This design comes from an exercise in tuning for small area, a short achievable clock period and few clock cycles per item on the open sky130 flow, not from production work. Function was checked by simulation only, so behaviour that the tests miss may differ from the original. Power and IR drop assume default switching activity.

## flow/run.sh

```bash
#!/bin/bash
# synth_recipe.tcl (not shown) runs the flow's synth.tcl, then flattens the netlist and writes it again
# the make line also repeats each setting of config.mk as NAME=value (left out here)
make -C /OpenROAD-flow-scripts/flow DESIGN_CONFIG=/design/flow/config.mk WORK_HOME=/design/flow/orfs CLKGATE_MAP_FILE= SYNTH_SCRIPT=/design/flow/synth_recipe.tcl finish
```

## flow/config.mk

```make
export PLATFORM = sky130hd
export DESIGN_NAME = record_sort_by_selected_key
export DESIGN_NICKNAME = record_sort_by_selected_key
export VERILOG_FILES = /design/flow/design.v
export SDC_FILE = /design/flow/constraint.sdc
export NUM_CORES = 4
export LEC_CHECK = 0
export CAP_MARGIN = 20
export CORE_MARGIN = 2
export CORE_UTILIZATION = 40
export SLEW_MARGIN = 20
```

## flow/constraint.sdc

```tcl
create_clock -name core_clock -period 8.0 [get_ports {clock}]
set_input_delay 1.6000 -clock core_clock [delete_from_list [all_inputs] [get_ports {clock}]]
set_output_delay 1.6000 -clock core_clock [all_outputs]
set_load 0.01 [all_outputs]
```

## flow/design.v

```verilog
package rsk_pkg;
   localparam int unsigned MAX_RECORDS_DEF = 32;
   localparam int unsigned TAG_W  = 16;
   localparam int unsigned YEAR_W = 12;
   localparam int unsigned BAT_W  = 10;
   localparam int unsigned OBP_W  = 10;
   localparam int unsigned SLG_W  = 12;
   localparam int unsigned KEY_W  = 12;
   localparam int unsigned RANK_W = 6;
   localparam int unsigned SEL_W  = 2;
   localparam int unsigned REC_W  = TAG_W + YEAR_W + BAT_W + OBP_W + SLG_W;
   localparam logic [SEL_W-1:0] KEY_BAT  = 2'd0;
   localparam logic [SEL_W-1:0] KEY_OBP  = 2'd1;
   localparam logic [SEL_W-1:0] KEY_SLG  = 2'd2;
   localparam logic [SEL_W-1:0] KEY_YEAR = 2'd3;
   typedef struct packed {
      logic [TAG_W-1:0]  tag;
      logic [YEAR_W-1:0] year;
      logic [BAT_W-1:0]  bat;
      logic [OBP_W-1:0]  obp;
      logic [SLG_W-1:0]  slg;
   } rec_type;
   function automatic logic [KEY_W-1:0] key_of(input rec_type r, input logic [SEL_W-1:0] sel);
      logic [KEY_W-1:0] k;
      k = '0;
      unique case (sel)
         KEY_BAT:  k = KEY_W'(r.bat);
         KEY_OBP:  k = KEY_W'(r.obp);
         KEY_SLG:  k = KEY_W'(r.slg);
         KEY_YEAR: k = KEY_W'(r.year);
         default:  k = '0;
      endcase
      key_of = k;
   endfunction
endpackage
module rsk_store #(
   parameter int unsigned DEPTH = rsk_pkg::MAX_RECORDS_DEF
) (
   input  logic                     clock,
   input  logic                     wr_en,
   input  logic [$clog2(DEPTH)-1:0] wr_addr,
   input  rsk_pkg::rec_type         wr_data,
   input  logic                     rd_en,
   input  logic [$clog2(DEPTH)-1:0] rd_addr,
   output rsk_pkg::rec_type         rd_data
);
   logic [rsk_pkg::REC_W-1:0] mem [0:DEPTH-1];
   rsk_pkg::rec_type rd_data_ff;
   always_ff @(posedge clock) begin
      if (wr_en) begin
         mem[wr_addr] <= wr_data;
      end
   end
   always_ff @(posedge clock) begin
      if (rd_en) begin
         rd_data_ff <= mem[rd_addr];
      end
   end
   assign rd_data = rd_data_ff;
endmodule
module record_sort_by_selected_key #(
   parameter int unsigned MAX_RECORDS = rsk_pkg::MAX_RECORDS_DEF
) (
   input  logic                        clock,
   input  logic                        reset,
   input  logic                        req_valid,
   output logic                        req_stall,
   input  logic [rsk_pkg::TAG_W-1:0]   req_record_tag,
   input  logic [rsk_pkg::YEAR_W-1:0]  req_season_year,
   input  logic [rsk_pkg::BAT_W-1:0]   req_batting_avg,
   input  logic [rsk_pkg::OBP_W-1:0]   req_on_base,
   input  logic [rsk_pkg::SLG_W-1:0]   req_slugging,
   input  logic                        req_last_in,
   output logic                        rsp_valid,
   input  logic                        rsp_stall,
   output logic [rsk_pkg::TAG_W-1:0]   rsp_out_tag,
   output logic [rsk_pkg::YEAR_W-1:0]  rsp_out_year,
   output logic [rsk_pkg::BAT_W-1:0]   rsp_out_batting,
   output logic [rsk_pkg::OBP_W-1:0]   rsp_out_on_base,
   output logic [rsk_pkg::SLG_W-1:0]   rsp_out_slugging,
   output logic [rsk_pkg::RANK_W-1:0]  rsp_rank,
   output logic                        rsp_dropped,
   output logic                        rsp_last_out,
   input  logic                        csr_wr_en,
   input  logic [rsk_pkg::SEL_W-1:0]   csr_wr_data
);
   localparam int unsigned AW = $clog2(MAX_RECORDS);
   localparam int unsigned CW = $clog2(MAX_RECORDS + 1);
   typedef enum logic [6:0] {
      ST_LOAD   = 7'b0000001,
      ST_FETCH  = 7'b0000010,
      ST_CUR    = 7'b0000100,
      ST_CMP    = 7'b0001000,
      ST_PLACE  = 7'b0010000,
      ST_OISSUE = 7'b0100000,
      ST_OSHOW  = 7'b1000000
   } state_type;
   state_type                  state_ff, state_in;
   logic [CW-1:0]              count_ff, count_in;
   logic                       overflow_ff, overflow_in;
   logic [rsk_pkg::SEL_W-1:0]  key_ff;
   logic [rsk_pkg::SEL_W-1:0]  sel_ff, sel_in;
   logic [AW-1:0]              i_ff, i_in;
   logic [AW-1:0]              j_ff, j_in;
   logic [AW-1:0]              k_ff, k_in;
   rsk_pkg::rec_type           cur_ff, cur_in;
   logic                       req_acc;
   logic                       rsp_acc;
   logic                       has_room;
   logic [CW-1:0]              load_count;
   logic                       shift_down;
   logic                       wr_en;
   logic [AW-1:0]              wr_addr;
   rsk_pkg::rec_type           wr_data;
   logic                       rd_en;
   logic [AW-1:0]              rd_addr;
   rsk_pkg::rec_type           rd_data;
   rsk_pkg::rec_type           req_rec;
   rsk_store #(.DEPTH(MAX_RECORDS)) u_store (
      .clock   (clock),
      .wr_en   (wr_en),
      .wr_addr (wr_addr),
      .wr_data (wr_data),
      .rd_en   (rd_en),
      .rd_addr (rd_addr),
      .rd_data (rd_data)
   );
   assign req_stall = (state_ff != ST_LOAD);
   assign rsp_valid = (state_ff == ST_OSHOW);
   assign req_acc   = req_valid && !req_stall;
   assign rsp_acc   = rsp_valid && !rsp_stall;
   assign req_rec.tag  = req_record_tag;
   assign req_rec.year = req_season_year;
   assign req_rec.bat  = req_batting_avg;
   assign req_rec.obp  = req_on_base;
   assign req_rec.slg  = req_slugging;
   assign has_room   = (count_ff < CW'(MAX_RECORDS));
   assign load_count = has_room ? (count_ff + CW'(1)) : count_ff;
   assign shift_down = (rsk_pkg::key_of(rd_data, sel_ff) < rsk_pkg::key_of(cur_ff, sel_ff));
   assign rsp_out_tag      = rd_data.tag;
   assign rsp_out_year     = rd_data.year;
   assign rsp_out_batting  = rd_data.bat;
   assign rsp_out_on_base  = rd_data.obp;
   assign rsp_out_slugging = rd_data.slg;
   assign rsp_rank         = rsk_pkg::RANK_W'(k_ff);
   assign rsp_dropped      = overflow_ff;
   assign rsp_last_out     = ((CW'(k_ff) + CW'(1)) == count_ff);
   always_comb begin
      state_in    = state_ff;
      count_in    = count_ff;
      overflow_in = overflow_ff;
      sel_in      = sel_ff;
      i_in        = i_ff;
      j_in        = j_ff;
      k_in        = k_ff;
      cur_in      = cur_ff;
      wr_en       = 1'b0;
      wr_addr     = j_ff;
      wr_data     = rd_data;
      rd_en       = 1'b0;
      rd_addr     = i_ff;
      unique case (state_ff)
         ST_LOAD: begin
            if (req_acc) begin
               if (has_room) begin
                  wr_en   = 1'b1;
                  wr_addr = count_ff[AW-1:0];
                  wr_data = req_rec;
               end else begin
                  overflow_in = 1'b1;
               end
               count_in = load_count;
               if (req_last_in) begin
                  sel_in   = key_ff;
                  i_in     = AW'(1);
                  k_in     = '0;
                  state_in = (load_count == CW'(1)) ? ST_OISSUE : ST_FETCH;
               end
            end
         end
         ST_FETCH: begin
            rd_en    = 1'b1;
            rd_addr  = i_ff;
            state_in = ST_CUR;
         end
         ST_CUR: begin
            cur_in   = rd_data;
            j_in     = i_ff;
            rd_en    = 1'b1;
            rd_addr  = i_ff - AW'(1);
            state_in = ST_CMP;
         end
         ST_CMP: begin
            if (shift_down) begin
               wr_en   = 1'b1;
               wr_addr = j_ff;
               wr_data = rd_data;
               j_in    = j_ff - AW'(1);
               if (j_ff != AW'(1)) begin
                  rd_en   = 1'b1;
                  rd_addr = j_ff - AW'(2);
               end else begin
                  state_in = ST_PLACE;
               end
            end else begin
               state_in = ST_PLACE;
            end
         end
         ST_PLACE: begin
            wr_en   = 1'b1;
            wr_addr = j_ff;
            wr_data = cur_ff;
            if ((CW'(i_ff) + CW'(1)) == count_ff) begin
               k_in     = '0;
               state_in = ST_OISSUE;
            end else begin
               i_in     = i_ff + AW'(1);
               state_in = ST_FETCH;
            end
         end
         ST_OISSUE: begin
            rd_en    = 1'b1;
            rd_addr  = k_ff;
            state_in = ST_OSHOW;
         end
         ST_OSHOW: begin
            if (rsp_acc) begin
               if (rsp_last_out) begin
                  count_in    = '0;
                  overflow_in = 1'b0;
                  state_in    = ST_LOAD;
               end else begin
                  k_in    = k_ff + AW'(1);
                  rd_en   = 1'b1;
                  rd_addr = k_ff + AW'(1);
               end
            end
         end
         default: begin
            state_in = ST_LOAD;
         end
      endcase
   end
   always_ff @(posedge clock) begin
      if (reset) begin
         state_ff    <= ST_LOAD;
         count_ff    <= '0;
         overflow_ff <= 1'b0;
         key_ff      <= rsk_pkg::KEY_BAT;
         sel_ff      <= rsk_pkg::KEY_BAT;
         i_ff        <= '0;
         j_ff        <= '0;
         k_ff        <= '0;
      end else begin
         state_ff    <= state_in;
         count_ff    <= count_in;
         overflow_ff <= overflow_in;
         sel_ff      <= sel_in;
         i_ff        <= i_in;
         j_ff        <= j_in;
         k_ff        <= k_in;
         if (csr_wr_en) begin
            key_ff <= csr_wr_data;
         end
      end
   end
   always_ff @(posedge clock) begin
      cur_ff <= cur_in;
   end
endmodule
```

==> results.ini <==
[status]
outcome = no timing/DRC/antenna violations

[sta]
fin_crit_ps = 6612
holdWs_ps = 503.5
tightestPinTransition_ps = 1184
final.setup_skew_ps = 34.50
final-hold-violation-count = 0
max-slew-margin-rel_pct = 21.05
rsz0062_at_grt = no
setup_viol_count_final = 0
slew_viol_final = 0
fin_crit_sh_pct = 82.66
setup-tns-final_ps = 0
setup_ws_ps = 1388
fmax_ghz = 0.1512

[placed_design]
preCtsSetupSlack_ps = 1527
hpwl_um = 136100
portBuffers = 136
gp_congestion = 0.8915

[cells_and_area]
layout-drive-gt1-share_pct = 8.095
final_cell_mix = edfxtp_1 (2040), nand2_1 (1244), a21oi_1 (507), mux2i_1 (369), nor4_1 (239)
seq_area_um2 = 61920
multi_input_area_um2 = 18230
final_common_cell = edfxtp_1
area_growth_syn_to_layout_pct = 13.77
fillers = 17450
num-nets-final = 5872

[global_routing]
grt_first_pass_wirelength_um = 360000
gr-total-overflow = 0
grt_max_degree = 154
antenna_found_initial = 2
grt_pass1_vias = 48290
grt_usage_pct = 24.07

[clocking]
cts_resized = 0
root_buffer = clkbuf_16
path_clk_slew_ps = 60
post-cts-setup-buffers = 0
htree_levels = 4
cts_buffer_depth = 3
clock_latency_ps = 860
cts_buffers = 199
cts-hold-fix-buffers = 0
cts_tree = yes
cts.sinks = 2073

[power_and_ir_drop]
p_total_uw = 28960
internal_power_uw = 20640
p_per_area_nw_per_um2 = 311.7
p_leak_uw = 0.02953
clkPwrFrac_pct = 31.5
p_switching_uw = 8318
pwr-share-comb_pct = 17.1
pwr-share-seq_pct = 51.4
switching_share_pct = 28.72
ir_worst_vdd_mv = 0.2702

[synth]
netlist_instances = 5681
syn-cell-area_um2 = 81650
ys_ff_latch = 2073
synthArstFlopShare_pct = 0
syn_nets = 5768
yosysWarnings = 2
yosysSeqAreaShare_pct = 75.83
yosys.cell_types.count = 65
synth-main-ff-cell = edfxtp_1
syn_area_per_cell_um2 = 14.37
synth_edf_count = 2040

[floorplan]
pin_count = 138
die_h_um = 455.8
start_util_pct = 40.32
dieArea_um2 = 207800
die_x_um = 455.8
core_area_um2 = 202500
rows = 165

[critical_path]
reg2reg_from = sel_ff[0]
crit_path_top_delay_cell = dfxtp_2
end_kind = flip-flop
cp_max_fo = 54
arrival_ps = 7160
required_ps = 8550
regToRegSetupSlack_ps = 1390
crit_chain = mux4_2 -> ha_1 -> nand4_1 -> nor2_1 -> a21oi_1 -> and4_1 -> o22ai_1 -> a2111oi_4 -> buf_4 -> nand2_4 -> buf_12 -> buf_12 -> o22ai_1 -> a311oi_1 -> nor4_1
startpoint = sel_ff[0]
path_class = flip-flop to flip-flop
max_stage_delay_ps = 850
reg2reg_to = u_store.rd_data_ff[15]
r2r_cells = 15
startpoint_type = flip-flop
critPathCapture = u_store.rd_data_ff[15]

[routing]
drt_iter0_markers = 7472
routed_wl_um = 256800
detail-route-antenna-nets = 0
vias = 50580
drc = 0
wl_per_cell_um = 29.76
firstDrtPassIters = 11
vias_per_cell = 5.862

[job]
maxCapViolations = 0

[min_path]
hp-class = flip-flop to flip-flop
worstHoldPathCells = 2

[cells in the mapped netlist, types with 4 or more instances]
| library cell | n | share of area, % |
|---|---|---|
| a22oi_1 | 4 | 0.037 |
| nor2_1 | 80 | 0.37 |
| nand2_1 | 1249 | 5.7 |
| nor2b_1 | 6 | 0.046 |
| and2_1 | 4 | 0.031 |
| nand2b_1 | 8 | 0.061 |
| and3_1 | 8 | 0.061 |
| mux2i_1 | 369 | 4.5 |
| nor4b_1 | 4 | 0.043 |
| nor3_1 | 14 | 0.086 |
| o21ai_1 | 11 | 0.067 |
| nand3b_1 | 5 | 0.046 |
| a222oi_1 | 60 | 0.74 |
| a311oi_1 | 62 | 0.67 |
| nand3_1 | 135 | 0.83 |
| xor2_1 | 9 | 0.097 |
| buf_2 | 125 | 0.77 |
| clkbuf_1 | 208 | 0.96 |
| o21ai_0 | 138 | 0.85 |
| a21oi_1 | 507 | 3.1 |
| inv_1 | 82 | 0.38 |
| mux4_2 | 18 | 0.50 |
| dfxtp_1 | 33 | 0.81 |
| buf_4 | 4 | 0.037 |
| o22ai_1 | 126 | 0.97 |
| a31oi_1 | 7 | 0.054 |
| xnor2_1 | 13 | 0.14 |
| buf_1 | 23 | 0.11 |
| edfxtp_1 | 2040 | 75 |
| ha_1 | 19 | 0.29 |
| nor4_1 | 239 | 1.8 |
| a211oi_1 | 4 | 0.037 |
| nor3b_1 | 4 | 0.037 |
| nand4_1 | 13 | 0.10 |
[area by class of cell]
type | instances | area share [%]
antenna | 2 | 0.005387
multi-input combinational | 3161 | 19.63
sequential | 2073 | 66.66
clock inverter | 110 | 1.041
timing repair buffer | 267 | 3.028
inverter | 83 | 0.3367
tap | 2672 | 3.599
clock buffer | 260 | 5.708
[power by group through the flow]
stage,combinational (uW),clock (uW),sequential (uW)
floorplan,2830,0,14900
global placement,4720,0,15100
detailed placement,4840,0,15100
CTS,4850,9230,14900
global route,5300,9630,14900
finish,4950,9130,14900
[kinds of logic (layout without fill, tap and decap cells)]
logic type / count (synthesis) / in the layout / share of synthesized area [%]
other: 1 / 3 / 0.004593
multiplexers: 389 / 389 / 5.048
adder cells (fa/ha/maj): 19 / 19 / 0.2912
AO/OA/AOI/OAI: 949 / 949 / 6.883
flip-flops: 2073 / 2073 / 75.83
XOR/XNOR: 23 / 23 / 0.2636
AND/OR/NAND/NOR: 1780 / 1780 / 9.383
buffers and inverters: 447 / 720 / 2.294
[metal layers]
metal	vias to the layer above	GRT usage, %	share of wire, %
met1	25700	30.73	38
met5	-	0	0
met2	2622	39.15	48
met3	525	3.538	7.8
li1	21740	-	-
met4	0	14.17	6.3
[flip-flops by register name, indices dropped and copies added (netlist names)]
register	count
u_store.rd_data_ff	60
key_ff	2
overflow_ff	1
cur_ff	60
k_ff	5
i_ff	5
count_ff	6
j_ff	5
sel_ff	2
u_store.mem	1920
state_ff	7
[stage by stage]
step	instance area, um^2	utilization, %	cells
2_1_floorplan	81650	-	5681
3_3_place_gp	86560	42.74	8253
3_5_place_dp	86610	42.77	8256
4_1_cts	92880	45.86	8626
5_1_grt	92900	45.87	8627
6_report	92900	45.87	8628
[how the worst min path moves through the flow]
stage / end / slack [ps] / from
after floorplan: state_ff[2] / 460 / state_ff[0]
after global placement: overflow_ff / 480 / overflow_ff
after detailed placement: overflow_ff / 490 / overflow_ff
after CTS: overflow_ff / 500 / overflow_ff
after global routing: cur_ff[46] / 550 / u_store.rd_data_ff[46]
final: overflow_ff / 500 / overflow_ff
[worst max-delay path, delay by kind of cell (launching register included)]
kind,cells,cell delay (ps)
buffers and inverters,3,1070
adder cells (fa/ha/maj),1,330
multiplexers,1,600
flip-flops,1,850
AO/OA/AOI/OAI,5,1450
AND/OR/NAND/NOR,5,1880
Testbench counts, summed over its fixed seeds: cycles 55,703, records 5,186.

[afterwards: timing with drivers on the ports]
The results above use ideal ports. As a check the final layout listed here was re-extracted and re-timed, cells and wires unchanged.
Step 1 sets driving cells, clkbuf_16 on the clock port and buf_2 on the other inputs (assumed; they add their load-dependent delay and slew).
Step 2 adds t to the input delays and takes it off the output delays; t is the mean of the earliest and latest rising clock arrival at the registers after step 1. Input paths then give back, and output paths get back, about the clock's delay inside the block.
Three values: ideal, step 1, step 2; two values: the first two.
t (ns): 0.931
setup WS [ns]: 1.388 / 1.388 / 1.388
hold slack, ns: 0.503 / 0.503 / 0.503
clock arrival spread, ns: 0.036 / 0.037
slew at the worst register clock pin (ns): 0.07 / 0.07
After both steps this run still meets setup and hold. The setup slack of this run moves by 0.000 ns with the drivers and by 0.000 ns with both steps.
